Context: an optimization exercise on an open-source flow, tuned for small area, a short achievable clock period and few clock cycles per item. The choices shown serve that exercise and are no tape-out recipe. RTL that was checked went through simulation tests only; none was proved equivalent to the original. Only the layout flow was run in runs 1 to 3; the RTL was not checked for function there.

==> design/flow/design.v <==
`timescale 1ns/1ns
`default_nettype none
module chacha_qr_head (
  input  wire  [127:0] in,
  output logic [127:0] out
);
  logic [31:0] a;
  logic [31:0] b;
  logic [31:0] c;
  logic [31:0] d;
  always_comb
  begin
    a = in[127:96];
    b = in[95:64];
    c = in[63:32];
    d = in[31:0];
    a = a + b;                                
    d = d ^ a;
    d = {d[15:0], d[31:16]};                  
    out = {a, b, c, d};
  end
endmodule
module chacha_qr_tail (
  input  wire  [127:0] in,
  output logic [127:0] out
);
  logic [31:0] a;
  logic [31:0] b;
  logic [31:0] c;
  logic [31:0] d;
  always_comb
  begin
    a = in[127:96];
    b = in[95:64];
    c = in[63:32];
    d = in[31:0];
    c = c + d;                                
    b = b ^ c;
    b = {b[19:0], b[31:20]};                  
    a = a + b;                                
    d = d ^ a;
    d = {d[23:0], d[31:24]};                  
    c = c + d;                                
    b = b ^ c;
    b = {b[24:0], b[31:25]};                  
    out = {a, b, c, d};
  end
endmodule
`default_nettype wire
`timescale 1ns/1ns
`default_nettype none
module chacha_block_setup (
  input  wire          clk,
  input  wire  [383:0] cfg,
  input  wire          ctr_set,
  input  wire          ctr_inc,
  input  wire          sel_cfg,              
  output logic [511:0] init_state,
  output logic [511:0] new_state
);
  localparam logic [31:0] SIGMA0 = 32'h61707865;    
  localparam logic [31:0] SIGMA1 = 32'h3320646e;
  localparam logic [31:0] SIGMA2 = 32'h79622d32;
  localparam logic [31:0] SIGMA3 = 32'h6b206574;
  logic [255:0] key_q;                        
  logic [95:0]  nonce_q;                      
  logic [31:0]  block_ctr;                    
  logic [31:0]  ctr_plus;                     
  function automatic logic [31:0] byte_swap(input logic [31:0] w);
    byte_swap = {w[7:0], w[15:8], w[23:16], w[31:24]};
  endfunction
  assign ctr_plus = block_ctr + 32'd1;        
  always_ff @(posedge clk)
  begin
    if (ctr_set)
    begin
      key_q   <= cfg[383:128];                
      nonce_q <= cfg[127:32];
    end
  end
  always_ff @(posedge clk)
  begin
    if (ctr_set)
      block_ctr <= cfg[31:0];                 
    else if (ctr_inc)
      block_ctr <= ctr_plus;
  end
  always_comb
  begin
    init_state[31:0]    = SIGMA0;
    init_state[63:32]   = SIGMA1;
    init_state[95:64]   = SIGMA2;
    init_state[127:96]  = SIGMA3;
    for (int i = 0; i < 8; i++)
      init_state[32 * (4 + i) +: 32] = byte_swap(key_q[255 - 32 * i -: 32]);
    init_state[32 * 12 +: 32] = block_ctr;
    for (int j = 0; j < 3; j++)
      init_state[32 * (13 + j) +: 32] = byte_swap(nonce_q[95 - 32 * j -: 32]);
    new_state = init_state;
    if (sel_cfg)
    begin
      for (int i = 0; i < 8; i++)
        new_state[32 * (4 + i) +: 32] = byte_swap(cfg[383 - 32 * i -: 32]);
      new_state[32 * 12 +: 32] = cfg[31:0];
      for (int j = 0; j < 3; j++)
        new_state[32 * (13 + j) +: 32] = byte_swap(cfg[127 - 32 * j -: 32]);
    end
    else
      new_state[32 * 12 +: 32] = ctr_plus;
  end
endmodule
`default_nettype wire
`timescale 1ns/1ns
`default_nettype none
module chacha_round (
  input  wire          clk,
  input  wire          start,                 
  input  wire          busy,                  
  input  wire          last,                  
  input  wire  [511:0] new_state,             
  input  wire  [511:0] init_state,            
  input  wire  [511:0] data_in,
  output logic [511:0] data_out
);
  logic [511:0] work_state;
  logic [511:0] step_state;                   
  logic [511:0] head_in;
  logic [511:0] head_state;                   
  logic [511:0] final_state;                  
  logic [127:0] tail_qi [4];
  logic [127:0] tail_qo [4];
  logic [127:0] head_qi [4];
  logic [127:0] head_qo [4];
  always_comb
  begin
    for (int g = 0; g < 4; g++)
      for (int r = 0; r < 4; r++)
        tail_qi[g][127 - 32 * r -: 32] = work_state[32 * (4 * r + g) +: 32];
  end
  for (genvar g = 0; g < 4; g++)
  begin : g_tail
    chacha_qr_tail u_qr (
      .in  (tail_qi[g]),
      .out (tail_qo[g])
    );
  end
  always_comb
  begin
    for (int g = 0; g < 4; g++)
      for (int r = 0; r < 4; r++)
        step_state[32 * (4 * r + g) +: 32] = tail_qo[(r - g + 4) % 4][127 - 32 * r -: 32];
  end
  assign head_in = start ? new_state : step_state;
  always_comb
  begin
    for (int g = 0; g < 4; g++)
      for (int r = 0; r < 4; r++)
        head_qi[g][127 - 32 * r -: 32] = head_in[32 * (4 * r + g) +: 32];
  end
  for (genvar g = 0; g < 4; g++)
  begin : g_head
    chacha_qr_head u_qr (
      .in  (head_qi[g]),
      .out (head_qo[g])
    );
  end
  always_comb
  begin
    for (int g = 0; g < 4; g++)
      for (int r = 0; r < 4; r++)
        head_state[32 * (4 * r + g) +: 32] = head_qo[g][127 - 32 * r -: 32];
  end
  chacha_finalize u_finalize (
    .init_state  (init_state),
    .work_state  (step_state),
    .data_in     (data_in),
    .final_state (final_state)
  );
  always_ff @(posedge clk)
  begin
    if (busy && last)
      work_state <= final_state;
    else if (start || busy)
      work_state <= head_state;
  end
  always_comb
  begin
    for (int i = 0; i < 16; i++)
      data_out[511 - 32 * i -: 32] = {work_state[32 * i +: 8], work_state[32 * i + 8 +: 8],
                                      work_state[32 * i + 16 +: 8], work_state[32 * i + 24 +: 8]};
  end
endmodule
`default_nettype wire
`timescale 1ns/1ns
`default_nettype none
module chacha_finalize (
  input  wire  [511:0] init_state,
  input  wire  [511:0] work_state,
  input  wire  [511:0] data_in,
  output logic [511:0] final_state
);
  function automatic logic [31:0] byte_swap(input logic [31:0] w);
    byte_swap = {w[7:0], w[15:8], w[23:16], w[31:24]};
  endfunction
  always_comb
  begin
    for (int i = 0; i < 16; i++)
      final_state[32 * i +: 32] = (init_state[32 * i +: 32] + work_state[32 * i +: 32])    
                                  ^ byte_swap(data_in[511 - 32 * i -: 32]);
  end
endmodule
`default_nettype wire
`timescale 1ns/1ns
`default_nettype none
module chacha_ctrl (
  input  wire        clk,
  input  wire        dr_ctr_rst,
  input  wire        init,
  input  wire        next,
  input  wire  [4:0] rounds,
  output logic       ctr_set,
  output logic       ctr_inc,
  output logic       start,
  output logic       busy,
  output logic       last,
  output logic       ready,
  output logic       data_out_valid
);
  logic [4:0] steps_left;                     
  assign ctr_set = !dr_ctr_rst && init && ready;                    
  assign ctr_inc = !dr_ctr_rst && next && !init && data_out_valid;
  assign start   = ctr_set || ctr_inc;
  assign busy    = !ready;
  assign last    = (steps_left == 5'd0);
  always_ff @(posedge clk)
  begin
    if (start)
      steps_left <= {rounds[4:1], 1'b0} - 5'd1;    
    else if (busy)
      steps_left <= steps_left - 5'd1;
  end
  always_ff @(posedge clk)
  begin
    if (dr_ctr_rst)
    begin
      ready          <= 1'b1;
      data_out_valid <= 1'b0;
    end
    else if (start)
    begin
      ready          <= 1'b0;                 
      data_out_valid <= 1'b0;
    end
    else if (busy && last)
    begin
      ready          <= 1'b1;                 
      data_out_valid <= 1'b1;
    end
  end
endmodule
`default_nettype wire
`timescale 1ns/1ns
`default_nettype none
module chacha_core (
  input  wire          clk,
  input  wire          dr_ctr_rst,
  input  wire          init,
  input  wire          next,
  input  wire  [383:0] cfg,
  input  wire  [4:0]   rounds,
  input  wire  [511:0] data_in,
  output wire          ready,
  output wire  [511:0] data_out,
  output wire          data_out_valid
);
  wire         ctr_set;
  wire         ctr_inc;
  wire         start;
  wire         busy;
  wire         last;
  wire [511:0] init_state;                    
  wire [511:0] new_state;                     
  chacha_ctrl u_ctrl (
    .clk            (clk),
    .dr_ctr_rst     (dr_ctr_rst),
    .init           (init),
    .next           (next),
    .rounds         (rounds),
    .ctr_set        (ctr_set),
    .ctr_inc        (ctr_inc),
    .start          (start),
    .busy           (busy),
    .last           (last),
    .ready          (ready),
    .data_out_valid (data_out_valid)
  );
  chacha_block_setup u_block_setup (
    .clk        (clk),
    .cfg        (cfg),
    .ctr_set    (ctr_set),
    .ctr_inc    (ctr_inc),
    .sel_cfg    (init),
    .init_state (init_state),
    .new_state  (new_state)
  );
  chacha_round u_round (
    .clk        (clk),
    .start      (start),
    .busy       (busy),
    .last       (last),
    .new_state  (new_state),
    .init_state (init_state),
    .data_in    (data_in),
    .data_out   (data_out)
  );
endmodule
`default_nettype wire
==> design/flow/run.sh <==
#!/bin/bash
# synth_recipe.tcl (not shown) runs the flow's synth.tcl, then flattens the netlist and writes it again
# the make line also repeats each setting of config.mk as NAME=value (left out here)
make -C /OpenROAD-flow-scripts/flow DESIGN_CONFIG=/design/flow/config.mk WORK_HOME=/design/flow/orfs CLKGATE_MAP_FILE= SYNTH_SCRIPT=/design/flow/synth_recipe.tcl finish
==> design/flow/config.mk <==
export PLATFORM = sky130hd
export DESIGN_NAME = chacha_core
export DESIGN_NICKNAME = chacha_core
export VERILOG_FILES = /design/flow/design.v
export SDC_FILE = /design/flow/constraint.sdc
export NUM_CORES = 4
export LEC_CHECK = 0
export CAP_MARGIN = 20
export CORE_MARGIN = 2
export CORE_UTILIZATION = 25
export PLACE_DENSITY = 0.5
export SLEW_MARGIN = 20
==> design/flow/constraint.sdc <==
create_clock -name core_clock -period 13.0 [get_ports {clk}]
set_input_delay 2.6000 -clock core_clock [delete_from_list [all_inputs] [get_ports {clk}]]
set_output_delay 2.6000 -clock core_clock [all_outputs]
set_load 0.01 [all_outputs]
==> run summary, run 1 <==
Status: no timing/DRC/antenna violations
Final Hold Viols: 0
Endpoint, Worst Hold: u_ctrl.data_out_valid$_SDFFE_PP0P_
WL/cell: 36.9 µm
Max incr delay on CP: 0.73 ns
Initial antenna violation count: 237
Slew HR: 0.120
Core ar.: 0.380 mm²
Port bufs: 1,417
Period minus WS final: 12.63 ns
Worst min path class: flip-flop to flip-flop
Startpoint types: flip-flop
Global-route wire length before repair: 864 mm
Min-delay src: u_ctrl.data_out_valid$_SDFFE_PP0P_
Slowest cell on crit path: edfxtp_1
Setup TNS: 0 ns
Rows: 226
Most frequent cells in the layout: clkdlybuf4s50_1 (1,416), xnor2_1 (1,230), buf_4 (1,217)
Endpoints failing setup: 0
Overflow after GRT: 0
CTS H-Tree Depth: 4
Synth Instances: 10,544
DRT Pass-1 Iters: 6
1st-iter DRT viols: 10,469
CTS root buffer: clkbuf_16
Total CTS buffers: 140
CTS Buffer Depth: 4
Initial core utilization: 0.252
Vias in the first global route: 91,240
RR Startpoint: u_round.work_state[330]$_DFFE_PP_
Dpl ws: 0.105 ns
Clock Sinks: 903
Via count of the routed design: 97,069
Clock Pin Slew Worst Setup and Hold Paths: 0.06 ns
Die W: 622 µm
Final setup margin: 0.370 ns
Least-Margin Pin Slew: 1.31 ns
Family with the most delay on the worst path: compound AO/OA/AOI/OAI gates
Worst skew pair latency: 0.91 ns
Filler instances: 39,594
Post-DRT Antenna Nets: 0
Buf+Inv Stages, Crit Path: 8
Worst EP arrival: 13.30 ns
Critical Path RT: 13.67 ns
HPWL Detailed: 583 mm
R2R cell count: 50
Syn Nets: 12,356
Fmax achieved: 79.2 MHz
Area growth from synthesis to layout: 35.7%
Post-synthesis cell type count: 110
Commonest non-fill, non-tap cell in the layout: clkdlybuf4s50_1
Routability congestion estimate: 1.02
Setup slack, reg-to-reg: 0.37 ns
GRT Total Usage: 0.333
Hold depth: 2
CP endpoint kind: flip-flop
Worst R2R End: u_round.work_state[492]$_DFFE_PP_
Final Slew Violations: 0
Post-synth EDFFs: 901
Synth warn: 12
Avg Vias per Cell: 5.32
I/O pin count: 1,419
# DRC: 0
Die Y: 622 µm
FFs w/ async S/R, synth: 0
Seq cells post-synth: 903
Mean area per synthesized cell: 9.06 µm²
Max Fanout on Critical Path: 5
Multi-input gate area in the final layout: 0.0666 mm²
Sequential area share after synthesis: 0.284
CTS tree: done
Largest net degree at the start of global routing: 155
Mapped Area: 0.0955 mm²
WL final: 673 mm
CP most frequent cell: buf_4
Clock skew: 0.0626 ns
Full die area: 0.387 mm²
Prevailing post-synth register cell: edfxtp_1
Share of layout cells above drive strength 1: 0.134
Maxcap violations: 0
Cts hold-fix bufs: 0
Tcrit/Tclk final: 0.972
FF/Latch Area: 0.0271 mm²
Setup CP Type: flip-flop to flip-flop
Final Net Count: 14,823
[tightest hold or removal path: stages (launching register included)]
cell	delay, ns
dfxtp_1	0.32
nor2_1	0.10
nor3_1	0.04
[layer usage]
layer  wire (µm)  up-vias  track usage
met5         970        -            0
met4       59100      124        0.250
met3       52700     1237       0.0787
met2      298000     4562        0.522
met1      262000    47249        0.396
li1            -    43897            -
[layout make-up]
type	instances	area share
antenna	121	0.00234
clock buffer	163	0.0280
clock inverter	82	0.00662
inverter	303	0.00889
multi-input combinational	9013	0.514
sequential	903	0.209
tap	5016	0.0484
timing repair buffer	2650	0.183
[cells in the mapped netlist (68+ instances only)]
master,number,area share
and2_1,69,0.0045
mux2_2,112,0.013
o21a_1,113,0.0089
xor2_1,657,0.060
a21o_1,467,0.037
o21ai_0,677,0.035
xnor2_1,1258,0.12
a31oi_1,82,0.0054
nor3_1,131,0.0069
inv_1,303,0.012
o21bai_1,115,0.0090
a211oi_1,109,0.0086
nand2_1,866,0.034
edfxtp_1,901,0.28
nand2b_1,97,0.0064
mux2i_1,368,0.039
nor2_1,684,0.027
and3_1,82,0.0054
nand4_1,68,0.0045
nand3_1,173,0.0091
o21ai_1,96,0.0050
nor2b_1,90,0.0059
clkbuf_1,254,0.010
a21oi_1,885,0.046
o211ai_1,166,0.013
ha_1,879,0.12
[registers in the layout, summed over array words and instances, names as in the netlist]
signal                   cells
u_round.work_state         512
u_block_setup.key_q        256
u_ctrl.steps_left            5
u_block_setup.block_ctr     32
u_ctrl.data_out_valid        1
u_ctrl.ready                 1
u_block_setup.nonce_q       96
[metrics by stage]
stage | instances | area, µm² | hold slack [ns] | utilization
after floorplan | 10544 | 95500 | 0.522 | -
after global placement | 17876 | 124000 | 0.497 | 0.327
after detailed placement | 17876 | 124000 | 0.497 | 0.327
after CTS | 18121 | 129000 | 0.509 | 0.339
after global routing | 18191 | 129000 | 0.568 | 0.341
final | 18251 | 130000 | 0.508 | 0.341
[cells by family (layout without fill, tap and decap cells)]
kind of cell	after synthesis	after routing	synth area share
other	0	121	0
XOR/XNOR	1959	1959	0.186
AND/OR/NAND/NOR	2499	2499	0.122
buffers and inverters	628	3198	0.0248
multiplexers	480	480	0.0518
adder cells (fa/ha/maj)	907	907	0.121
flip-flops	903	903	0.284
AO/OA/AOI/OAI	3168	3168	0.211
[repair_timing]
action / 4_1_cts / 5_1_grt
setup buffers: 0 / 8
gates resized for setup: 0 / 64
endpoints found under the setup margin: 0 / 120
[worst max path at each step]
stage | from | to | slack, ns | cells past startpoint
2_1_floorplan | u_round.work_state[480]$_DFFE_PP_ | u_round.work_state[463]$_DFFE_PP_ | 2.07 | 49
3_3_place_gp | u_round.work_state[330]$_DFFE_PP_ | u_round.work_state[490]$_DFFE_PP_ | 0.08 | 51
3_5_place_dp | u_round.work_state[352]$_DFFE_PP_ | u_round.work_state[460]$_DFFE_PP_ | 0.11 | 53
4_1_cts | u_round.work_state[352]$_DFFE_PP_ | u_round.work_state[460]$_DFFE_PP_ | 0.05 | 53
5_1_grt | u_round.work_state[288]$_DFFE_PP_ | u_round.work_state[396]$_DFFE_PP_ | -0.04 | 59
6_report | u_round.work_state[330]$_DFFE_PP_ | u_round.work_state[492]$_DFFE_PP_ | 0.37 | 50
==> inputs of run 2 (changes only) <==
--- a/design/flow/design.v
+++ b/design/flow/design.v
@@ -8,17 +8,19 @@
   logic [31:0] b;
   logic [31:0] c;
   logic [31:0] d;
-  always_comb
-  begin
-    a = in[127:96];
-    b = in[95:64];
-    c = in[63:32];
-    d = in[31:0];
-    a = a + b;                                
-    d = d ^ a;
-    d = {d[15:0], d[31:16]};                  
-    out = {a, b, c, d};
-  end
+  logic [31:0] a1;
+  logic [31:0] d1;
+  logic [31:0] c2;
+  logic [31:0] b2;
+  assign a = in[127:96];
+  assign b = in[95:64];
+  assign c = in[63:32];
+  assign d = in[31:0];
+  chacha_add #(.ARCH(0)) u_add1 (.a(a), .b(b), .s(a1));     
+  assign d1 = {d[15:0] ^ a1[15:0], d[31:16] ^ a1[31:16]};         
+  chacha_add #(.ARCH(0)) u_add2 (.a(c), .b(d1), .s(c2));    
+  assign b2 = {b[19:0] ^ c2[19:0], b[31:20] ^ c2[31:20]};         
+  assign out = {a1, b2, c2, d1};
 endmodule
 module chacha_qr_tail (
   input  wire  [127:0] in,
@@ -28,25 +30,107 @@
   logic [31:0] b;
   logic [31:0] c;
   logic [31:0] d;
+  logic [31:0] a3;
+  logic [31:0] d3;
+  logic [31:0] c4;
+  logic [31:0] b4;
+  assign a = in[127:96];
+  assign b = in[95:64];
+  assign c = in[63:32];
+  assign d = in[31:0];
+  chacha_add #(.ARCH(0)) u_add3 (.a(a), .b(b), .s(a3));     
+  assign d3 = {d[23:0] ^ a3[23:0], d[31:24] ^ a3[31:24]};         
+  chacha_add #(.ARCH(0)) u_add4 (.a(c), .b(d3), .s(c4));    
+  assign b4 = {b[24:0] ^ c4[24:0], b[31:25] ^ c4[31:25]};         
+  assign out = {a3, b4, c4, d3};
+endmodule
+`default_nettype wire
+module chacha_add #(
+  parameter int ARCH = 0
+) (
+  input  wire  [31:0] a,
+  input  wire  [31:0] b,
+  output logic [31:0] s
+);
+  logic [31:0] g0;
+  logic [31:0] p0;
+  logic [31:0] gl [6];                        
+  logic [31:0] pl [6];                        
+  logic [31:0] gc;                            
+  assign g0 = a & b;
+  assign p0 = a ^ b;
   always_comb
   begin
-    a = in[127:96];
-    b = in[95:64];
-    c = in[63:32];
-    d = in[31:0];
-    c = c + d;                                
-    b = b ^ c;
-    b = {b[19:0], b[31:20]};                  
-    a = a + b;                                
-    d = d ^ a;
-    d = {d[23:0], d[31:24]};                  
-    c = c + d;                                
-    b = b ^ c;
-    b = {b[24:0], b[31:25]};                  
-    out = {a, b, c, d};
+    gl[0] = g0;
+    pl[0] = p0;
+    for (int l = 0; l < 5; l++)
+    begin
+      gl[l + 1] = gl[l];
+      pl[l + 1] = pl[l];
+      for (int i = 0; i < 32; i++)
+      begin
+        int j;
+        j = -1;
+        if (ARCH == 0)
+        begin
+          if ((i >> l) & 1)
+            j = ((i >> l) << l) - 1;
+        end
+        else if (ARCH == 2)
+        begin
+          if (i >= (1 << l))
+            j = i - (1 << l);
+        end
+        else if (ARCH == 3)
+        begin
+          if ((i % 2 == 1) && i >= (1 << l))
+            j = i - (1 << l);
+        end
+        if (j >= 0)
+        begin
+          gl[l + 1][i] = gl[l][i] | (pl[l][i] & gl[l][j]);
+          pl[l + 1][i] = pl[l][i] & pl[l][j];
+        end
+      end
+    end
+    gc = gl[5];
+    if (ARCH == 3)
+      for (int i = 2; i < 32; i += 2)
+        gc[i] = gl[5][i] | (pl[5][i] & gl[5][i - 1]);
+    if (ARCH == 4)
+    begin
+      gc[0] = g0[0];
+      for (int i = 1; i < 32; i++)
+        gc[i] = g0[i] | (p0[i] & gc[i - 1]);
+    end
+    if (ARCH == 1)
+    begin
+      logic [31:0] g;
+      logic [31:0] p;
+      g = g0;
+      p = p0;
+      for (int l = 0; l < 5; l++)
+        for (int i = 0; i < 32; i++)
+          if (((i + 1) % (2 << l)) == 0)
+          begin
+            g[i] = g[i] | (p[i] & g[i - (1 << l)]);
+            p[i] = p[i] & p[i - (1 << l)];
+          end
+      for (int l = 3; l >= 0; l--)
+        for (int i = 0; i < 32; i++)
+          if (((i + 1) % (2 << l)) == (1 << l) && i >= (2 << l))
+          begin
+            g[i] = g[i] | (p[i] & g[i - (1 << l)]);
+            p[i] = p[i] & p[i - (1 << l)];
+          end
+      gc = g;
+    end
   end
+  if (ARCH == 5)
+    assign s = a + b;
+  else
+    assign s = p0 ^ {gc[30:0], 1'b0};
 endmodule
-`default_nettype wire
 `timescale 1ns/1ns
 `default_nettype none
 module chacha_block_setup (
@@ -202,11 +286,11 @@
   function automatic logic [31:0] byte_swap(input logic [31:0] w);
     byte_swap = {w[7:0], w[15:8], w[23:16], w[31:24]};
   endfunction
-  always_comb
-  begin
-    for (int i = 0; i < 16; i++)
-      final_state[32 * i +: 32] = (init_state[32 * i +: 32] + work_state[32 * i +: 32])    
-                                  ^ byte_swap(data_in[511 - 32 * i -: 32]);
+  for (genvar i = 0; i < 16; i++)
+  begin : g_word
+    logic [31:0] sum;
+    chacha_add #(.ARCH(0)) u_add (.a(init_state[32 * i +: 32]), .b(work_state[32 * i +: 32]), .s(sum));
+    assign final_state[32 * i +: 32] = sum ^ byte_swap(data_in[511 - 32 * i -: 32]);
   end
 endmodule
 `default_nettype wire
--- a/design/flow/config.mk
+++ b/design/flow/config.mk
@@ -5,6 +5,7 @@
 export SDC_FILE = /design/flow/constraint.sdc
 export NUM_CORES = 4
 export LEC_CHECK = 0
+export ABC_AREA = 1
 export CAP_MARGIN = 20
 export CORE_MARGIN = 2
 export CORE_UTILIZATION = 25
==> run 2 against run 1 <==
  * Critical endpoint is now u_round.work_state[129]$_DFFE_PP_
  * Still clean on timing, DRC and antenna
  * Die area decreased by 3.2%
  * Worst setup slack improved by 0.33 ns
==> run summary, run 2 <==
Status: no timing/DRC/antenna violations
CTS tree: done
Slowest cell on crit path: xnor2_2
Mean area per synthesized cell: 7.41 µm²
GR peak layer: met2
GR Util met3: 0.0952
Synth top area share: 0.293
Post-synthesis cell type count: 71
Largest net degree at the start of global routing: 155
Final Hold Viols: 0
Global-route wire length before repair: 855 mm
Initial core utilization: 0.251
Overflow after GRT: 0
Critical Path RT: 13.61 ns
Die Y: 612 µm
CP endpoint kind: flip-flop
Post-DRT Antenna Nets: 0
Initial antenna violation count: 218
Startpoint types: flip-flop
Area growth from synthesis to layout: 31.8%
Clock Pin Slew Worst Setup and Hold Paths: 0.07 ns
Top flop regs: u_round.work_state (512), u_block_setup.key_q (256), u_block_setup.nonce_q (96)
CP most frequent cell: nand2_1
Top-count cell post-synth: nand2_1
Sequential area share after synthesis: 0.293
Prevailing post-synth register cell: edfxtp_1
FFs w/ async S/R, synth: 0
Worst skew pair latency: 0.90 ns
Full die area: 0.375 mm²
Largest register FFs: 512
Least-Margin Pin Slew: 1.32 ns
Setup TNS: 0 ns
Worst min path class: flip-flop to flip-flop
Final Slew Violations: 0
Final Net Count: 16,287
Syn Nets: 14,390
WL/cell: 34.5 µm
Share of layout cells above drive strength 1: 0.0791
Routability congestion estimate: 1.03
Avg Vias per Cell: 5.07
Slew HR: 0.112
HPWL Detailed: 584 mm
Via count of the routed design: 98,952
DRT Pass-1 Iters: 7
WL final: 673 mm
Top cells by area, synth: edfxtp_1 (29%), nand2_1 (14%), ha_1 (12%), xor2_1 (6.3%), inv_1 (6.1%)
Commonest non-fill, non-tap cell in the layout: nand2_1
# DRC: 0
Synth Instances: 12,485
Fmax achieved: 81.3 MHz
Total CTS buffers: 142
Tcrit/Tclk final: 0.946
Synth cell count leaders: nand2_1 (3,342), inv_1 (1,514), nor2_1 (1,058), edfxtp_1 (901), ha_1 (860)
1st-iter DRT viols: 11,267
Post-CTS Setup Bufs: 0
Clock skew: 0.0499 ns
Resize count post-CTS: 0
Worst hold slack: 0.559 ns
Vias in the first global route: 90,373
I/O pin count: 1,419
Mapped Area: 0.0925 mm²
Max incr delay on CP: 0.92 ns
GR Util met2: 0.526
Seq cells post-synth: 903
Core ar.: 0.369 mm²
RSZ-0062 raised after global routing: no
CTS Buffer Depth: 4
Endpoints failing setup: 0
Period minus WS final: 12.30 ns
Maxcap violations: 0
Rows: 223
Clock Sinks: 903
Post-synth EDFFs: 901
GR Util met1: 0.408
Most frequent cells in the layout: nand2_1 (3,339), inv_1 (1,513), clkdlybuf4s50_1 (1,416)
Post-synth top area cell: edfxtp_1
Die W: 612 µm
Setup CP Type: flip-flop to flip-flop
Worst EP arrival: 12.91 ns
Max Fanout on Critical Path: 13
Cts hold-fix bufs: 0
CTS root buffer: clkbuf_16
Largest Register: u_round.work_state
GRT Total Usage: 0.346
Synth warn: 13
Port bufs: 1,417
CTS H-Tree Depth: 4
==> run 2: cell types whose count changed in the layout (fill, tap and decap cells not counted), sizes merged, moves of 340 or more <==
cell	change
nand3	+591
nor2	+382
inv	+1226
xnor2	-788
mux2i	-340
a21o	-430
nand2	+2524
buf	-588
==> run 2: cells by family after synthesis <==
logic type / count (synthesis) / synth area share
adder cells (fa/ha/maj): 1000 / 0.147
multiplexers: 28 / 0.00303
AND/OR/NAND/NOR: 5612 / 0.252
buffers and inverters: 1839 / 0.0757
AO/OA/AOI/OAI: 1953 / 0.119
XOR/XNOR: 1150 / 0.110
flip-flops: 903 / 0.293
==> run 2: final cells by class <==
class | count | area, µm²
inverters | 1530 | 5770
clock buffers | 167 | 3690
fillers | 39633 | 247000
repair buffers | 2062 | 19400
flip-flops and latches | 903 | 27100
multi-input cells | 9743 | 58700
well taps | 4950 | 6190
clock inverters | 87 | 905
diodes | 93 | 233
==> run 2: worst paths after layout <==
path                                                         start                                 end  slack (ns)  cells after the start
worst max register to register   u_round.work_state[160]$_DFFE_PP_   u_round.work_state[129]$_DFFE_PP_        0.70                     73
worst min-delay path            u_ctrl.data_out_valid$_SDFFE_PP0P_  u_ctrl.data_out_valid$_SDFFE_PP0P_        0.56                      1
worst min register to register  u_ctrl.data_out_valid$_SDFFE_PP0P_  u_ctrl.data_out_valid$_SDFFE_PP0P_        0.56                      1
worst max-delay path             u_round.work_state[160]$_DFFE_PP_   u_round.work_state[129]$_DFFE_PP_        0.70                     73
==> run 2: per-layer routing <==
layer | vias up | part of all wire
met4 | 124 | 0.098
met3 | 1335 | 0.096
li1 | 45132 | -
met2 | 5270 | 0.43
met5 | - | 0.0012
met1 | 47091 | 0.38
==> run 2: through the flow <==
stage	area [µm²]	setup slack, ns	utilization	instances
floorplan	92500	1.98	-	12485
global placement	117000	1.06	0.318	19188
detailed placement	117000	1.07	0.318	19188
CTS	122000	1.01	0.330	19442
global route	122000	0.260	0.330	19488
finish	122000	0.704	0.331	19535
==> run 2: critical path, delay by kind of cell (launching register included) <==
kind            cells  cell delay [ns]
flops               1             0.53
fa+ha+maj           8             2.56
buf+inv            12             1.37
xor+xnor            4             1.67
compound gates      4             0.48
simple gates       45             5.35
==> inputs of run 3 (changes only) <==
--- a/design/flow/config.mk
+++ b/design/flow/config.mk
@@ -8,6 +8,6 @@
 export ABC_AREA = 1
 export CAP_MARGIN = 20
 export CORE_MARGIN = 2
-export CORE_UTILIZATION = 25
-export PLACE_DENSITY = 0.5
+export CORE_UTILIZATION = 45
+export PLACE_DENSITY = 0.6
 export SLEW_MARGIN = 20
==> run 3 against run 2 <==
  * Count of clock-buffer cells in the layout down 19
  * Die area shrank 44%
  * First-iteration DRC count is 56% higher
  * Still clean on timing, DRC and antenna
  * Hold slack got worse by 0.034 ns
  * Maximum frequency down 1.3%
  * Critical path depth shrank 20
  * Critical path type unchanged
  * Sequential share of layout area grew 1.3 points
  * Non-clock buffer count decreased by 332
==> run summary, run 3 <==
Synth Instances: 12,485
Top cells by area, synth: edfxtp_1 (29%), nand2_1 (14%), ha_1 (12%), xor2_1 (6.3%), inv_1 (6.1%)
Synth cell count leaders: nand2_1 (3,342), inv_1 (1,514), nor2_1 (1,058), edfxtp_1 (901), ha_1 (860)
Setup slack, reg-to-reg: 0.54 ns
Synth warn: 13
Sequential area share after synthesis: 0.293
FFs w/ async S/R, synth: 0
Syn Nets: 14,390
Post-synthesis cell type count: 71
Total CTS buffers: 120
Post-DRT Antenna Nets: 0
Largest net degree at the start of global routing: 166
Avg Vias per Cell: 6.14
Clock Sinks: 903
Largest Register: u_round.work_state
Post-synth top area cell: edfxtp_1
Clock skew: 0.0527 ns
Slew HR: 0.0825
Via count of the routed design: 103,615
Mapped Area: 0.0925 mm²
Final Net Count: 15,933
Startpoint types: flip-flop
Final Slew Violations: 0
Global-route wire length before repair: 756 mm
CTS root buffer: clkbuf_16
Die Y: 457 µm
Max incr delay on CP: 0.96 ns
Initial antenna violation count: 94
CTS H-Tree Depth: 3
Full die area: 0.209 mm²
Overflow after GRT: 0
Slowest cell on crit path: xnor2_1
1st-iter DRT viols: 17,595
Resize count post-CTS: 0
Cts hold-fix bufs: 0
Prevailing post-synth register cell: edfxtp_1
Worst EP arrival: 13.02 ns
# DRC: 0
Cell area after layout: 0.115 mm²
WL/cell: 34.1 µm
I/O pin count: 1,419
Hold depth: 1
DRT Pass-1 Iters: 12
CP most frequent cell: nand2_1
R2R cell count: 53
Critical Path RT: 13.56 ns
Post-synth EDFFs: 901
Maxcap violations: 0
Area after DPL: 0.111 mm²
Most frequent cells in the layout: nand2_1 (3,339), inv_1 (1,513), clkdlybuf4s50_1 (1,416)
WL final: 576 mm
Port bufs: 1,417
Share of layout cells above drive strength 1: 0.0528
Top-count cell post-synth: nand2_1
Area growth from synthesis to layout: 24.7%
Largest register FFs: 512
Core ar.: 0.204 mm²
Period minus WS final: 12.46 ns
Worst min path class: flip-flop to flip-flop
Rows: 166
Tcrit/Tclk final: 0.959
Least-Margin Pin Slew: 1.37 ns
Synth top area share: 0.293
Commonest non-fill, non-tap cell in the layout: nand2_1
Die W: 457 µm
CTS tree: done
Clock Pin Slew Worst Setup and Hold Paths: 0.06 ns
Top flop regs: u_round.work_state (512), u_block_setup.key_q (256), u_block_setup.nonce_q (96)
Endpoints failing setup: 0
Seq cells post-synth: 903
Setup CP Type: flip-flop to flip-flop
CP endpoint kind: flip-flop
Final Hold Viols: 0
Vias in the first global route: 93,922
GRT Total Usage: 0.528
Max Fanout on Critical Path: 13
Routability congestion estimate: 1.12
Initial core utilization: 0.453
CTS Buffer Depth: 3
HPWL Detailed: 487 mm
RSZ-0062 raised after global routing: no
Fmax achieved: 80.2 MHz
Status: no timing/DRC/antenna violations
Mean area per synthesized cell: 7.41 µm²
Worst skew pair latency: 0.87 ns
Setup TNS: 0 ns
## run 3: cell types whose count changed in the layout (fill, tap and decap cells not counted), moves of 5 or more
cell       change
buf_4        -314
diode_2       -31
clkbuf_16     -23
buf_12        -19
xnor2_1       +19
xnor2_2       -19
xor2_1         +6
xor2_2         -6
clkinv_2       -5
## run 3: area by class of cell
| class | instances | area (µm²) |
|---|---|---|
| inverter | 1530 | 5770 |
| timing repair buffer | 1730 | 16600 |
| clock buffer | 148 | 3130 |
| tap | 2688 | 3360 |
| multi-input combinational | 9743 | 58500 |
| sequential | 903 | 27100 |
| fill | 19181 | 89100 |
| clock inverter | 71 | 667 |
| antenna | 62 | 155 |
## run 3: final timing paths
kind,start,end
max,u_round.work_state[160]$_DFFE_PP_,u_round.work_state[133]$_DFFE_PP_
min,u_ctrl.data_out_valid$_SDFFE_PP0P_,u_ctrl.data_out_valid$_SDFFE_PP0P_
max reg2reg,u_round.work_state[160]$_DFFE_PP_,u_round.work_state[133]$_DFFE_PP_
min reg2reg,u_ctrl.data_out_valid$_SDFFE_PP0P_,u_ctrl.data_out_valid$_SDFFE_PP0P_
## run 3: timing repair
| action | CTS | global route |
|---|---|---|
| endpoints found under the hold margin | 0 | 0 |
| endpoints found under the setup margin | 0 | 1 |
| setup buffers | 0 | 2 |
## run 3: routing by layer
layer,track usage,vias up,wire length (µm)
met5,0,-,145
met4,0.538,24,73300
met3,0.164,2099,84000
met2,0.741,8826,227000
met1,0.621,48322,192000
li1,-,44344,-
## run 3: cells by family (layout without fill, tap and decap cells)
kind of cell | after synthesis | count (layout) | synth area share
adder cells (fa/ha/maj) | 1000 | 1000 | 0.147
flip-flops | 903 | 903 | 0.293
multiplexers | 28 | 28 | 0.00303
buffers and inverters | 1839 | 3479 | 0.0757
AND/OR/NAND/NOR | 5612 | 5612 | 0.252
XOR/XNOR | 1150 | 1150 | 0.110
other | 0 | 62 | 0
AO/OA/AOI/OAI | 1953 | 1953 | 0.119
## run 3: per-stage QoR
stage / hold slack [ns] / std cells / worst slack, ns / util
floorplan: 0.556 / 12485 / 1.98 / -
global placement: 0.512 / 16590 / 1.22 / 0.545
detailed placement: 0.513 / 16591 / 1.07 / 0.545
CTS: 0.527 / 16810 / 1.02 / 0.563
global route: 0.568 / 16849 / 0.0275 / 0.564
finish: 0.525 / 16875 / 0.538 / 0.564
## run 3: worst max-delay path, delay by kind of cell, from the launching register on
family / cells / cell delay, ns
adders and majority gates: 6 / 1.88
xor gates and xnor gates: 6 / 3.02
DFF: 1 / 0.46
buffers and inverters: 9 / 1.41
AOI/OAI and AO/OA: 12 / 2.51
and+or+nand+nor: 20 / 2.88
==> inputs of run 4 (changes only) <==
--- a/design/flow/design.v
+++ b/design/flow/design.v
@@ -181,16 +181,8 @@
     for (int j = 0; j < 3; j++)
       init_state[32 * (13 + j) +: 32] = byte_swap(nonce_q[95 - 32 * j -: 32]);
     new_state = init_state;
-    if (sel_cfg)
-    begin
-      for (int i = 0; i < 8; i++)
-        new_state[32 * (4 + i) +: 32] = byte_swap(cfg[383 - 32 * i -: 32]);
-      new_state[32 * 12 +: 32] = cfg[31:0];
-      for (int j = 0; j < 3; j++)
-        new_state[32 * (13 + j) +: 32] = byte_swap(cfg[127 - 32 * j -: 32]);
-    end
-    else
-      new_state[32 * 12 +: 32] = ctr_plus;
+    if (!sel_cfg)
+      new_state[32 * 12 +: 32] = ctr_plus;    
   end
 endmodule
 `default_nettype wire
@@ -289,7 +281,7 @@
   for (genvar i = 0; i < 16; i++)
   begin : g_word
     logic [31:0] sum;
-    chacha_add #(.ARCH(0)) u_add (.a(init_state[32 * i +: 32]), .b(work_state[32 * i +: 32]), .s(sum));
+    chacha_add #(.ARCH(1)) u_add (.a(init_state[32 * i +: 32]), .b(work_state[32 * i +: 32]), .s(sum));
     assign final_state[32 * i +: 32] = sum ^ byte_swap(data_in[511 - 32 * i -: 32]);
   end
 endmodule
@@ -311,10 +303,11 @@
   output logic       data_out_valid
 );
   logic [4:0] steps_left;                     
+  logic       pending;                        
   assign ctr_set = !dr_ctr_rst && init && ready;                    
   assign ctr_inc = !dr_ctr_rst && next && !init && data_out_valid;
-  assign start   = ctr_set || ctr_inc;
-  assign busy    = !ready;
+  assign start   = ctr_inc || pending;
+  assign busy    = !ready && !pending;
   assign last    = (steps_left == 5'd0);
   always_ff @(posedge clk)
   begin
@@ -326,11 +319,18 @@
   always_ff @(posedge clk)
   begin
     if (dr_ctr_rst)
+      pending <= 1'b0;
+    else
+      pending <= ctr_set;
+  end
+  always_ff @(posedge clk)
+  begin
+    if (dr_ctr_rst)
     begin
       ready          <= 1'b1;
       data_out_valid <= 1'b0;
     end
-    else if (start)
+    else if (ctr_set || ctr_inc)
     begin
       ready          <= 1'b0;                 
       data_out_valid <= 1'b0;
@@ -383,7 +383,7 @@
     .cfg        (cfg),
     .ctr_set    (ctr_set),
     .ctr_inc    (ctr_inc),
-    .sel_cfg    (init),
+    .sel_cfg    (!ctr_inc),
     .init_state (init_state),
     .new_state  (new_state)
   );
==> design/flow/flow/run.sh (new file) <==
#!/bin/bash
# The standard layout, with the port buffers that buffer_ports inserts made
# from the smallest buffer (sky130_fd_sc_hd__buf_1) instead of its default
# delay buffer. Every port still gets its own buffer; repair_design resizes
# them where a load needs more drive. make's full output goes to flow.log.
set -euo pipefail
export BUFFER_PORTS_ARGS="-buffer_cell sky130_fd_sc_hd__buf_1"
bash standard.sh > flow.log 2>&1
==> design/flow/standard.sh (new file) <==
#!/bin/bash
# synth_recipe.tcl (not shown) runs the flow's synth.tcl, then flattens the netlist and writes it again
# the make line also repeats each setting of config.mk as NAME=value (left out here)
make -C /OpenROAD-flow-scripts/flow DESIGN_CONFIG=/design/flow/config.mk WORK_HOME=/design/flow/orfs CLKGATE_MAP_FILE= SYNTH_SCRIPT=/design/flow/synth_recipe.tcl "${@:-finish}"
removed: design/flow/run.sh
==> run 4 against run 3 <==
  * Sequential share of layout area rose by 2.9 points
  * Still clean on timing, DRC and antenna
  * Final cell count fell by 10%
  * Core utilization fell by 4.0 points
  * Wire length fell by 6.3%
  * Synthesized cell count fell by 13%
  * Worst setup slack got worse by 0.084 ns
  * Hold slack improved by 0.0024 ns
  * Design area fell by 12%
  * Global-route usage fell by 0.40 points
==> run summary, run 4 <==
Status: no timing/DRC/antenna violations
Initial antenna violation count: 85
Setup TNS: 0 ns
Avg Vias per Cell: 6.04
1st-iter DRT viols: 13,782
Global-route wire length before repair: 693 mm
WL/cell: 35.6 µm
FFs w/ async S/R, synth: 0
Die Y: 445 µm
WL final: 540 mm
Rows: 162
Tcrit/Tclk final: 0.965
Full die area: 0.198 mm²
Post-synth top area cell: edfxtp_1
Mapped Area: 0.0877 mm²
Critical Path RT: 13.56 ns
Cell total after placement: 14,882
Port bufs: 1,417
CTS H-Tree Depth: 3
Via count of the routed design: 91,503
Final Hold Viols: 0
Top flop regs: u_round.work_state (512), u_block_setup.key_q (256), u_block_setup.nonce_q (96)
I/O pin count: 1,419
Crit. Startpoint: u_round.work_state[224]$_DFFE_PP_
R2R cell count: 69
Seq cells post-synth: 904
Max incr delay on CP: 0.73 ns
Largest register FFs: 512
Period minus WS final: 12.55 ns
Worst skew pair latency: 0.85 ns
Endpoints failing setup: 0
Clock Pin Slew Worst Setup and Hold Paths: 0.07 ns
Least-Margin Pin Slew: 1.35 ns
Max Fanout on Critical Path: 8
HPWL Detailed: 466 mm
CTS tree: done
Post-synth EDFFs: 869
Setup CP Type: flip-flop to flip-flop
Worst hold slack: 0.527 ns
CTS root buffer: clkbuf_16
Synth warn: 16
Filler instances: 18,636
Core ar.: 0.194 mm²
Initial core utilization: 0.451
Slowest cell on crit path: xor2_1
Worst EP arrival: 13.11 ns
Fin cells: 15,137
Prevailing post-synth register cell: edfxtp_1
RR Startpoint: u_round.work_state[224]$_DFFE_PP_
Setup slack, reg-to-reg: 0.45 ns
Sequential area share after synthesis: 0.306
Post-route core utilization: 0.524
Top-count cell post-synth: nand2_1
Synth top area share: 0.298
Syn Nets: 12,973
Synth cell count leaders: nand2_1 (2,880), inv_1 (1,470), ha_1 (892), edfxtp_1 (869), o21ai_0 (712)
Total CTS buffers: 116
Post-DRT Antenna Nets: 0
Top cells by area, synth: edfxtp_1 (30%), ha_1 (13%), nand2_1 (12%), xnor2_1 (6.8%), inv_1 (6.3%)
Final Net Count: 14,529
End of the critical path: u_round.work_state[221]$_DFFE_PP_
Startpoint types: flip-flop
Largest net degree at the start of global routing: 180
CTS Buffer Depth: 3
Worst min path class: flip-flop to flip-flop
Most frequent cells in the layout: nand2_1 (2,878), inv_1 (1,470), buf_1 (1,417)
DRT Pass-1 Iters: 12
Clock Sinks: 904
Vias in the first global route: 82,429
Fmax achieved: 79.7 MHz
Slew HR: 0.0931
Overflow after GRT: 0
Clock skew: 0.0396 ns
Routability congestion estimate: 1.12
CP endpoint kind: flip-flop
RSZ-0062 raised after global routing: no
# DRC: 0
Worst R2R End: u_round.work_state[221]$_DFFE_PP_
Commonest non-fill, non-tap cell in the layout: nand2_1
Synth Instances: 10,904
Share of layout cells above drive strength 1: 0.0507
Cts hold-fix bufs: 0
CP most frequent cell: nand2_1
Final Slew Violations: 0
Die W: 445 µm
GRT Total Usage: 0.524
Area growth from synthesis to layout: 16.0%
Maxcap violations: 0
Post-synthesis cell type count: 65
Largest Register: u_round.work_state
Mean area per synthesized cell: 8.04 µm²
run 4: critical path, delay by kind of cell (launching register included):
| family | cells | cell delay, ns |
|---|---|---|
| flops | 1 | 0.46 |
| compound gates | 6 | 1.55 |
| fa+ha+maj | 6 | 2.05 |
| xor+xnor | 4 | 1.81 |
| buf+inv | 9 | 1.26 |
| simple gates | 44 | 5.08 |
run 4: repair_timing:
action                                  4_1_cts  5_1_grt
endpoints found under the setup margin        0       75
setup buffers                                 0        2
gates resized for setup                       0       11
run 4: layer usage:
metal / GRT usage / vias to the layer above / wire (µm)
met3: 0.145 / 1881 / 70700
met4: 0.540 / 30 / 70100
met5: 0 / - / 210
met1: 0.619 / 43293 / 183000
met2: 0.744 / 7523 / 216000
li1: - / 38776 / -
run 4: cell type report:
cell class	count	area [µm²]	share of cell area
timing repair buffer	1660	7240	0.0712
sequential	904	26800	0.264
clock buffer	124	2950	0.0291
clock inverter	92	1210	0.0119
multi-input combinational	8303	54700	0.538
antenna	37	92.6	0.000911
inverter	1475	5550	0.0546
tap	2542	3180	0.0313
run 4: cell families after synthesis:
family,count (synthesis),synth area share
AOI/OAI and AO/OA,1572,0.0997
xor gates and xnor gates,1270,0.129
adders and majority gates,1164,0.189
buffers and inverters,1697,0.0734
DFF,904,0.306
muxes,19,0.00217
and+or+nand+nor,4278,0.201
run 4: how the worst min path moves through the flow:
| stage | start | end | slack (ns) | cells past startpoint |
|---|---|---|---|---|
| after global placement | u_ctrl.data_out_valid$_SDFFE_PP0P_ | u_ctrl.data_out_valid$_SDFFE_PP0P_ | 0.50 | 2 |
| after CTS | u_ctrl.data_out_valid$_SDFFE_PP0P_ | u_ctrl.data_out_valid$_SDFFE_PP0P_ | 0.52 | 2 |
| after floorplan | u_block_setup.block_ctr[15]$_DFF_P_ | u_block_setup.block_ctr[15]$_DFF_P_ | 0.52 | 2 |
| after detailed placement | u_ctrl.data_out_valid$_SDFFE_PP0P_ | u_ctrl.data_out_valid$_SDFFE_PP0P_ | 0.51 | 2 |
| after global routing | u_ctrl.data_out_valid$_SDFFE_PP0P_ | u_ctrl.data_out_valid$_SDFFE_PP0P_ | 0.55 | 2 |
| final | u_ctrl.data_out_valid$_SDFFE_PP0P_ | u_ctrl.data_out_valid$_SDFFE_PP0P_ | 0.53 | 2 |
run 4: per-stage QoR:
stage               setup WS [ns]  instance area, µm²
floorplan                    2.08               87700
global placement            0.898               97300
detailed placement          0.707               97300
CTS                         0.643              101000
global route               0.0202              102000
finish                      0.454              102000
Testbench counts of run 4, summed over its fixed seeds: cycles 5,913, blocks 369.
==> inputs of run 5 (changes only) <==
--- a/design/flow/config.mk
+++ b/design/flow/config.mk
@@ -10,4 +10,5 @@
 export CORE_MARGIN = 2
 export CORE_UTILIZATION = 45
 export PLACE_DENSITY = 0.6
+export SETUP_SLACK_MARGIN = 1.5
 export SLEW_MARGIN = 20
==> run 5 against run 4 <==
  * Critical path depth down 17
  * Worst setup slack better by 1.3 ns
  * Count of clock-buffer cells in the layout unchanged
  * Register-to-register slack better by 1.3 ns
  * Clock skew down 0.011 ns
  * Hold slack worse by 0.0010 ns
  * Critical path type unchanged
  * Largest cell class unchanged
  * Highest routed layer unchanged
==> run summary, run 5 <==
Mux cell area share after synthesis: 0.00217
WL final: 541 mm
Post-synth top area cell: edfxtp_1
Final Net Count: 14,562
Clock skew: 0.0286 ns
Setup TNS: 0 ns
Top cells by area, synth: edfxtp_1 (30%), ha_1 (13%), nand2_1 (12%), xnor2_1 (6.8%), inv_1 (6.3%)
Die W: 445 µm
Synth Area in Adders: 0.189
Via count of the routed design: 91,548
Mapped Area: 0.0877 mm²
Prevailing post-synth register cell: edfxtp_1
Multi-input gate area in the final layout: 0.0553 mm²
Final Slew Violations: 0
Worst min path class: flip-flop to flip-flop
Initial antenna violation count: 69
Synth cell count leaders: nand2_1 (2,880), inv_1 (1,470), ha_1 (892), edfxtp_1 (869), o21ai_0 (712)
CP most frequent cell: nand2_1
Period minus WS final: 11.28 ns
Top-count cell post-synth: nand2_1
CTS Buffer Depth: 3
Full die area: 0.198 mm²
Final Hold Viols: 0
Post-synth EDFFs: 869
Worst EP arrival: 11.88 ns
Tcrit/Tclk final: 0.868
Area growth from synthesis to layout: 17.1%
HPWL Detailed: 466 mm
DR WL met2: 216 mm
Maxcap violations: 0
Top flop regs: u_round.work_state (512), u_block_setup.key_q (256), u_block_setup.nonce_q (96)
Fmax achieved: 88.6 MHz
Largest Register: u_round.work_state
Die Y: 445 µm
Syn Nets: 12,973
Port bufs: 1,417
CTS H-Tree Depth: 3
Slowest cell on crit path: xor2_1
Vias in the first global route: 82,619
Largest register FFs: 512
I/O pin count: 1,419
Most frequent cells in the layout: nand2_1 (2,835), inv_1 (1,462), buf_1 (1,417)
Post-synthesis cell type count: 65
Top sig layer: met5
CTS tree: done
Met3 wire length: 70.1 mm
CTS root buffer: clkbuf_16
FF/Latch Area: 0.0268 mm²
Post-DRT Antenna Nets: 0
Sequential area share after synthesis: 0.306
Post-route core utilization: 0.529
Slew HR: 0.0968
CP endpoint kind: flip-flop
Largest net degree at the start of global routing: 180
WL/cell: 35.6 µm
Simple-Gate Fraction of Synth Area: 0.201
Synth Area in Compound Gates: 0.0997
FFs w/ async S/R, synth: 0
Synth top area share: 0.298
Share of layout cells above drive strength 1: 0.0611
Global-route wire length before repair: 694 mm
Clock Sinks: 904
Synth Area in XOR/XNOR: 0.129
Initial core utilization: 0.451
Largest family of logic cells by synthesized area: simple AND/OR/NAND/NOR gates
Rows: 162
Filler instances: 18,537
Setup CP Type: flip-flop to flip-flop
Cts hold-fix bufs: 0
1st-iter DRT viols: 13,533
Worst skew pair latency: 0.84 ns
# DRC: 0
Status: no timing/DRC/antenna violations
Routability congestion estimate: 1.12
Commonest non-fill, non-tap cell in the layout: nand2_1
RSZ-0062 raised after global routing: yes
Mean area per synthesized cell: 8.04 µm²
Critical Path RT: 13.60 ns
Total CTS buffers: 116
Synth Instances: 10,904
Met1 WL: 184 mm
Synth warn: 16
Max incr delay on CP: 0.92 ns
Overflow after GRT: 0
Avg Vias per Cell: 6.03
Least-Margin Pin Slew: 1.35 ns
Seq cells post-synth: 904
Max Fanout on Critical Path: 8
GRT Total Usage: 0.524
Core ar.: 0.194 mm²
Clock Pin Slew Worst Setup and Hold Paths: 0.07 ns
Startpoint types: flip-flop
DRT Pass-1 Iters: 10
Endpoints failing setup: 0
## run 5: worst max-delay path: cells and delay by family, from the launching register on
family                     cells  cell delay [ns]
AOI/OAI and AO/OA             12             3.15
and+or+nand+nor               28             3.07
adders and majority gates      4             1.53
xor gates and xnor gates       4             2.07
DFF                            1             0.62
buffers and inverters          4             0.57
## run 5: worst paths after layout
kind | from | endpoint | slack [ns] | depth (start not counted)
worst min-delay path | u_ctrl.data_out_valid$_SDFFE_PP0P_ | u_ctrl.data_out_valid$_SDFFE_PP0P_ | 0.53 | 2
worst max register to register | u_round.work_state[233]$_DFFE_PP_ | u_round.work_state[195]$_DFFE_PP_ | 1.72 | 52
worst max-delay path | u_round.work_state[233]$_DFFE_PP_ | u_round.work_state[195]$_DFFE_PP_ | 1.72 | 52
worst min register to register | u_ctrl.data_out_valid$_SDFFE_PP0P_ | u_ctrl.data_out_valid$_SDFFE_PP0P_ | 0.53 | 2
## run 5: cells by family (layout without fill, tap and decap cells)
kind of cell	after synthesis	after routing
mux	19	19
other cells	0	49
buf+inv	1697	3383
fa+ha+maj	1164	1164
simple gates	4278	4279
flops	904	904
xor+xnor	1270	1270
compound gates	1572	1572
## run 5: metrics by stage
stage	cell area (µm²)	hold slack, ns	setup WS [ns]	std cells
floorplan	87700	0.519	2.08	10904
global placement	97300	0.496	0.898	14882
detailed placement	97300	0.508	0.707	14882
CTS	102000	0.518	1.48	15104
global route	103000	0.551	1.41	15143
finish	103000	0.526	1.72	15182
## run 5: per-layer routing
| layer | vias up | global-route usage |
|---|---|---|
| met5 | - | 0.000733 |
| met4 | 12 | 0.544 |
| met3 | 1824 | 0.142 |
| met2 | 7293 | 0.743 |
| met1 | 43528 | 0.623 |
| li1 | 38891 | - |
## run 5: cell type report
cell class | count | area share
Multi-Input combinational cell | 8304 | 0.539
Timing Repair Buffer | 1692 | 0.0729
Tap cell | 2542 | 0.0310
Sequential cell | 904 | 0.261
Clock buffer | 124 | 0.0288
Clock inverter | 92 | 0.0118
Inverter | 1475 | 0.0542
Antenna cell | 49 | 0.00119
## run 5: timing repair
action                                  4_1_cts  5_1_grt
gates resized for setup                      50      114
endpoints found under the setup margin      189      203
pin swaps                                     5       19
buffers inserted                              6       28
gates cloned                                  0        1
==> inputs of run 6 (changes only) <==
--- a/design/flow/config.mk
+++ b/design/flow/config.mk
@@ -8,7 +8,7 @@
 export ABC_AREA = 1
 export CAP_MARGIN = 20
 export CORE_MARGIN = 2
-export CORE_UTILIZATION = 45
-export PLACE_DENSITY = 0.6
+export CORE_UTILIZATION = 35
+export PLACE_DENSITY = 0.55
 export SETUP_SLACK_MARGIN = 1.5
 export SLEW_MARGIN = 20
==> run 6 against run 5 <==
  * Still clean
  * Final cell count is 6.5% higher
  * Clock skew is 0.015 ns higher
  * Non-clock buffer count is 187 higher
  * Via count is 3.4% lower
  * Die area is 28% higher
  * Synthesized cell count stayed put
  * Sequential share of layout area is 0.53 points lower
==> run summary, run 6 <==
Status: no timing/DRC/antenna violations
Dpl ws: 1.16 ns
FFs w/ async S/R, synth: 0
Clock skew: 0.0433 ns
Top-count cell post-synth: nand2_1
Initial core utilization: 0.352
I/O pin count: 1,419
Startpoint types: flip-flop
GRT Total Usage: 0.420
Worst hold slack: 0.517 ns
Overflow after GRT: 0
Slew HR: 0.0961
Top sig layer: met5
Largest net degree at the start of global routing: 151
Setup slack, reg-to-reg: 1.82 ns
Vias in the first global route: 79,219
Area growth from synthesis to layout: 19.5%
Clock Sinks: 904
Via count of the routed design: 88,433
Max Fanout on Critical Path: 5
# DRC: 0
FF/Latch Area: 0.0268 mm²
HPWL Detailed: 487 mm
CTS root buffer: clkbuf_16
Initial antenna violation count: 107
Critical Path RT: 13.55 ns
Final setup margin: 1.82 ns
Hold depth: 2
Rows: 183
Total CTS buffers: 119
Slowest cell on crit path: xnor2_2
Sequential area share after synthesis: 0.306
Family with the most delay on the worst path: simple AND/OR/NAND/NOR gates
Share of layout cells above drive strength 1: 0.0745
Worst R2R End: u_round.work_state[221]$_DFFE_PP_
Die W: 504 µm
WL/cell: 34.4 µm
Period minus WS final: 11.18 ns
Mux cell area share after synthesis: 0.00217
Global-route wire length before repair: 712 mm
Worst skew pair latency: 0.85 ns
Most frequent cells in the layout: nand2_1 (2,836), inv_1 (1,461), buf_1 (1,417)
Setup TNS: 0 ns
CP most frequent cell: nand2_1
Least-Margin Pin Slew: 1.34 ns
R2R cell count: 61
Endpoints failing setup: 0
Final Net Count: 14,751
Top cells by area, synth: edfxtp_1 (30%), ha_1 (13%), nand2_1 (12%), xnor2_1 (6.8%), inv_1 (6.3%)
Largest Register: u_round.work_state
Synth cell count leaders: nand2_1 (2,880), inv_1 (1,470), ha_1 (892), edfxtp_1 (869), o21ai_0 (712)
Synth Instances: 10,904
WL final: 556 mm
Routability congestion estimate: 1.06
Final Slew Violations: 0
Mapped Area: 0.0877 mm²
Post-synth EDFFs: 869
CTS Buffer Depth: 3
DRT Pass-1 Iters: 7
DR WL met2: 232 mm
Tcrit/Tclk final: 0.860
Commonest non-fill, non-tap cell in the layout: nand2_1
Mean area per synthesized cell: 8.04 µm²
CTS H-Tree Depth: 3
CTS tree: done
Synth warn: 16
Port bufs: 1,417
Syn Nets: 12,973
Prevailing post-synth register cell: edfxtp_1
1st-iter DRT viols: 12,301
Largest register FFs: 512
Simple-Gate Fraction of Synth Area: 0.201
Synth top area share: 0.298
Setup CP Type: flip-flop to flip-flop
Filler instances: 25,972
Synth Area in Adders: 0.189
Post-synthesis cell type count: 65
RSZ-0062 raised after global routing: yes
Maxcap violations: 0
Met1 WL: 209 mm
Worst EP arrival: 11.74 ns
Synth Area in Compound Gates: 0.0997
Worst min path class: flip-flop to flip-flop
Fmax achieved: 89.4 MHz
Buf+Inv Stages, Crit Path: 12
Core ar.: 0.249 mm²
Crit path depth: 61
RR Startpoint: u_round.work_state[227]$_DFFE_PP_
Top flop regs: u_round.work_state (512), u_block_setup.key_q (256), u_block_setup.nonce_q (96)
Final Hold Viols: 0
Met3 wire length: 63.8 mm
Post-DRT Antenna Nets: 0
Min-delay src: u_ctrl.data_out_valid$_SDFFE_PP0P_
Avg Vias per Cell: 5.47
Multi-input gate area in the final layout: 0.0551 mm²
Post-synth top area cell: edfxtp_1
Full die area: 0.254 mm²
Largest family of logic cells by synthesized area: simple AND/OR/NAND/NOR gates
Endpoint, Worst Hold: u_ctrl.data_out_valid$_SDFFE_PP0P_
Max incr delay on CP: 0.99 ns
Seq cells post-synth: 904
Clock Pin Slew Worst Setup and Hold Paths: 0.07 ns
CP endpoint kind: flip-flop
Synth Area in XOR/XNOR: 0.129
Die Y: 504 µm
[run 6: changes by cell type in the layout (fill, tap and decap cells not counted), moves of 4 or more]
cell        delta
xnor2_2        +5
bufinv_16     -13
buf_4        +183
clkinv_2       +4
buf_12         +4
o21ai_2        -5
xnor2_4        -8
clkinv_1       -4
clkinvlp_4    +10
[run 6: cells by family after synthesis]
logic type	count (synthesis)
multiplexers	19
XOR/XNOR	1270
flip-flops	904
buffers and inverters	1697
AO/OA/AOI/OAI	1572
AND/OR/NAND/NOR	4278
adder cells (fa/ha/maj)	1164
[run 6: final cells by class]
cell class / instances / share of cell area
Clock inverter: 94 / 0.00921
Sequential cell: 904 / 0.256
Clock buffer: 130 / 0.0290
Inverter: 1475 / 0.0531
Antenna cell: 52 / 0.00124
Timing Repair Buffer: 1879 / 0.0854
Tap cell: 3330 / 0.0398
Multi-Input combinational cell: 8303 / 0.526
[run 6: worst reg2reg max path, delay by kind of cell, from the launching register on]
family | cells | cell delay (ns)
xor gates and xnor gates | 5 | 1.77
AOI/OAI and AO/OA | 6 | 0.85
buffers and inverters | 12 | 1.56
adders and majority gates | 8 | 2.84
and+or+nand+nor | 30 | 3.38
DFF | 1 | 0.55
[run 6: metrics by stage]
step | utilization | cells | instance area, µm²
after CTS | 0.417 | 16086 | 104000
after global placement | 0.401 | 15857 | 99800
after detailed placement | 0.401 | 15857 | 99800
after global routing | 0.421 | 16138 | 105000
after floorplan | - | 10904 | 87700
final | 0.421 | 16167 | 105000
[run 6: how the worst max path moves through the flow]
stage	endpoint	start	slack (ns)
after global routing	u_round.work_state[188]$_DFFE_PP_	u_round.work_state[128]$_DFFE_PP_	1.45
final	u_round.work_state[221]$_DFFE_PP_	u_round.work_state[227]$_DFFE_PP_	1.82
after floorplan	u_round.work_state[0]$_DFFE_PP_	next	2.08
after global placement	u_round.work_state[222]$_DFFE_PP_	u_round.work_state[224]$_DFFE_PP_	1.21
after CTS	u_round.work_state[157]$_DFFE_PP_	u_round.work_state[160]$_DFFE_PP_	1.47
after detailed placement	u_round.work_state[157]$_DFFE_PP_	u_round.work_state[169]$_DFFE_PP_	1.16
[run 6: timing repair]
action,4_1_cts,5_1_grt
pin swaps,2,13
gates resized for setup,16,116
hold buffers,0,0
setup buffers,5,29
cloned,0,0
setup endpoints to repair,69,202
[run 6: layer usage]
metal / vias up / GRT usage
li1: 39252 / -
met1: 42279 / 0.520
met2: 5740 / 0.622
met3: 1138 / 0.115
met4: 24 / 0.318
met5: - / 0
==> inputs of run 7 (changes only) <==
--- a/design/flow/config.mk
+++ b/design/flow/config.mk
@@ -8,7 +8,7 @@
 export ABC_AREA = 1
 export CAP_MARGIN = 20
 export CORE_MARGIN = 2
-export CORE_UTILIZATION = 35
-export PLACE_DENSITY = 0.55
+export CORE_UTILIZATION = 40
+export PLACE_DENSITY = 0.58
 export SETUP_SLACK_MARGIN = 1.5
 export SLEW_MARGIN = 20
==> run 7 against run 6 <==
  * Global-route usage is 6.6 points higher
  * Synthesized cell count stayed put
  * Sequential share of layout area is 0.16 points higher
  * Flip-flop and latch count stayed put
  * Final cell count is 3.2% lower
  * First-iteration DRC count is 1.6% lower
  * Clock skew is 0.017 ns lower
  * Critical path depth is 14 lower
==> run summary, run 7 <==
Overflow after GRT: 0
Synth warn: 16
Fmax achieved: 89.4 MHz
Cts hold-fix bufs: 0
Startpoint types: flip-flop
1st-iter DRT viols: 12,105
Synth cell count leaders: nand2_1 (2,880), inv_1 (1,470), ha_1 (892), edfxtp_1 (869), o21ai_0 (712)
Min-delay src: u_ctrl.data_out_valid$_SDFFE_PP0P_
Initial antenna violation count: 59
Full die area: 0.223 mm²
Synth Area in Compound Gates: 0.0997
Sequential area share after synthesis: 0.306
Synth Instances: 10,904
Worst min path class: flip-flop to flip-flop
Area growth from synthesis to layout: 18.8%
Clock skew: 0.0262 ns
DRT Pass-1 Iters: 9
HPWL Detailed: 487 mm
RSZ-0062 raised after global routing: no
Prevailing post-synth register cell: edfxtp_1
Clock Pin Slew Worst Setup and Hold Paths: 0.06 ns
Top cells by area, synth: edfxtp_1 (30%), ha_1 (13%), nand2_1 (12%), xnor2_1 (6.8%), inv_1 (6.3%)
Family with the most delay on the worst path: compound AO/OA/AOI/OAI gates
Status: no timing/DRC/antenna violations
# DRC: 0
Routability congestion estimate: 1.08
Largest family of logic cells by synthesized area: simple AND/OR/NAND/NOR gates
Top flop regs: u_round.work_state (512), u_block_setup.key_q (256), u_block_setup.nonce_q (96)
Rows: 171
Post-synth EDFFs: 869
CP most frequent cell: nand2_1
Maxcap violations: 0
Worst EP arrival: 11.73 ns
Total CTS buffers: 120
GRT Total Usage: 0.487
CP endpoint kind: flip-flop
Post-synthesis cell type count: 65
Synth Area in Adders: 0.189
Mapped Area: 0.0877 mm²
Clock Sinks: 904
Slowest cell on crit path: edfxtp_1
Hold depth: 2
Mux cell area share after synthesis: 0.00217
Largest register FFs: 512
Port bufs: 1,417
Buf+Inv Stages, Crit Path: 4
Core ar.: 0.218 mm²
Worst R2R End: u_round.work_state[188]$_DFFE_PP_
Final Hold Viols: 0
==> run 7: cell counts after synthesis <==
Identical to the previous run, type by type.
==> run 7: per-layer routing <==
| layer | vias to the layer above | routed length (µm) | track usage |
|---|---|---|---|
| met5 | - | 93 | 0 |
| met4 | 18 | 65800 | 0.462 |
| met3 | 1396 | 62400 | 0.121 |
| met2 | 6211 | 230000 | 0.707 |
| met1 | 43407 | 203000 | 0.586 |
| li1 | 39233 | - | - |
==> run 7: worst max path at each step <==
stage / startpoint / endpoint / slack [ns] / depth (start not counted)
floorplan: next / u_round.work_state[0]$_DFFE_PP_ / 2.08 / 9
finish: u_round.work_state[147]$_DFFE_PP_ / u_round.work_state[188]$_DFFE_PP_ / 1.81 / 47
detailed placement: u_round.work_state[224]$_DFFE_PP_ / u_round.work_state[344]$_DFFE_PP_ / 0.81 / 70
global route: u_round.work_state[160]$_DFFE_PP_ / u_round.work_state[135]$_DFFE_PP_ / 1.47 / 73
CTS: u_round.work_state[224]$_DFFE_PP_ / u_round.work_state[203]$_DFFE_PP_ / 1.51 / 80
global placement: u_round.work_state[224]$_DFFE_PP_ / u_round.work_state[344]$_DFFE_PP_ / 0.92 / 70
==> run 7: cells by family (layout without fill, tap and decap cells) <==
logic type | after synthesis | count (layout)
adders and majority gates | 1164 | 1164
AOI/OAI and AO/OA | 1572 | 1572
other | 0 | 32
buffers and inverters | 1697 | 3551
DFF | 904 | 904
and+or+nand+nor | 4278 | 4278
xor gates and xnor gates | 1270 | 1270
muxes | 19 | 19
==> run 7: stage by stage <==
step | hold WS (ns) | instance area, µm² | worst slack [ns] | instances
6_report | 0.521 | 104000 | 1.81 | 15644
5_1_grt | 0.546 | 104000 | 1.47 | 15620
4_1_cts | 0.521 | 103000 | 1.51 | 15575
3_5_place_dp | 0.511 | 99000 | 0.807 | 15345
3_3_place_gp | 0.498 | 99000 | 0.917 | 15345
2_1_floorplan | 0.519 | 87700 | 2.08 | 10904
==> run 7: layout make-up <==
| class | instances | area, µm² |
|---|---|---|
| Sequential cell | 904 | 26800 |
| Inverter | 1475 | 5560 |
| Timing Repair Buffer | 1856 | 8830 |
| Tap cell | 2854 | 3570 |
| Fill cell | 21836 | 113000 |
| Antenna cell | 32 | 80.1 |
| Multi-Input combinational cell | 8303 | 55200 |
| Clock buffer | 141 | 3210 |
| Clock inverter | 79 | 902 |
==> run 7: worst reg2reg max path: cells and delay by family, from the launching register on <==
family | cells | cell delay (ns)
AO/OA/AOI/OAI | 15 | 2.94
XOR/XNOR | 4 | 1.80
adder cells (fa/ha/maj) | 6 | 2.26
buffers and inverters | 4 | 0.62
flip-flops | 1 | 0.68
AND/OR/NAND/NOR | 18 | 2.56
==> run 7: repair_timing <==
item | 4_1_cts | 5_1_grt
buffers inserted | 10 | 36
resized for setup | 26 | 106
endpoints found under the setup margin | 131 | 200
cloned | 0 | 0
pin swaps | 1 | 17

==> port drivers added, routing unchanged <==
In the flow no input, the clock included, has a driving cell. The finished layouts below were timed again as built, in two steps. Step 1 sets driving cells, clkbuf_16 on the clock port and buf_2 on the other inputs (assumed; they add their load-dependent delay and slew). Step 2 adds t to the input delays and takes it off the output delays; t is the mean of the earliest and latest rising clock arrival at the registers after step 1. Input paths then give back, and output paths get back, about the clock's delay inside the block. Slacks: no drivers / after step 1 / after step 2; pairs: no drivers / after step 1.
run	t (ns)	slack for setup (ns)	worst register clock-pin slew, ns	worst slew at a driven data input, ns
run 1	0.985	0.370 / 0.370 / 0.370	0.07 / 0.07	0.37
run 2	0.982	0.704 / 0.704 / 0.704	0.07 / 0.07	0.31
run 3	0.951	0.538 / 0.538 / 0.538	0.07 / 0.07	0.34
run 4	0.944	0.454 / 0.454 / 0.454	0.08 / 0.08	0.25
run 5	0.941	1.719 / 1.719 / 1.719	0.08 / 0.08	0.23
run 6	0.926	1.816 / 1.816 / 1.816	0.08 / 0.08	0.31
run 7	0.945	1.812 / 1.812 / 1.812	0.07 / 0.07	0.28
After both steps every run listed still meets setup and hold.
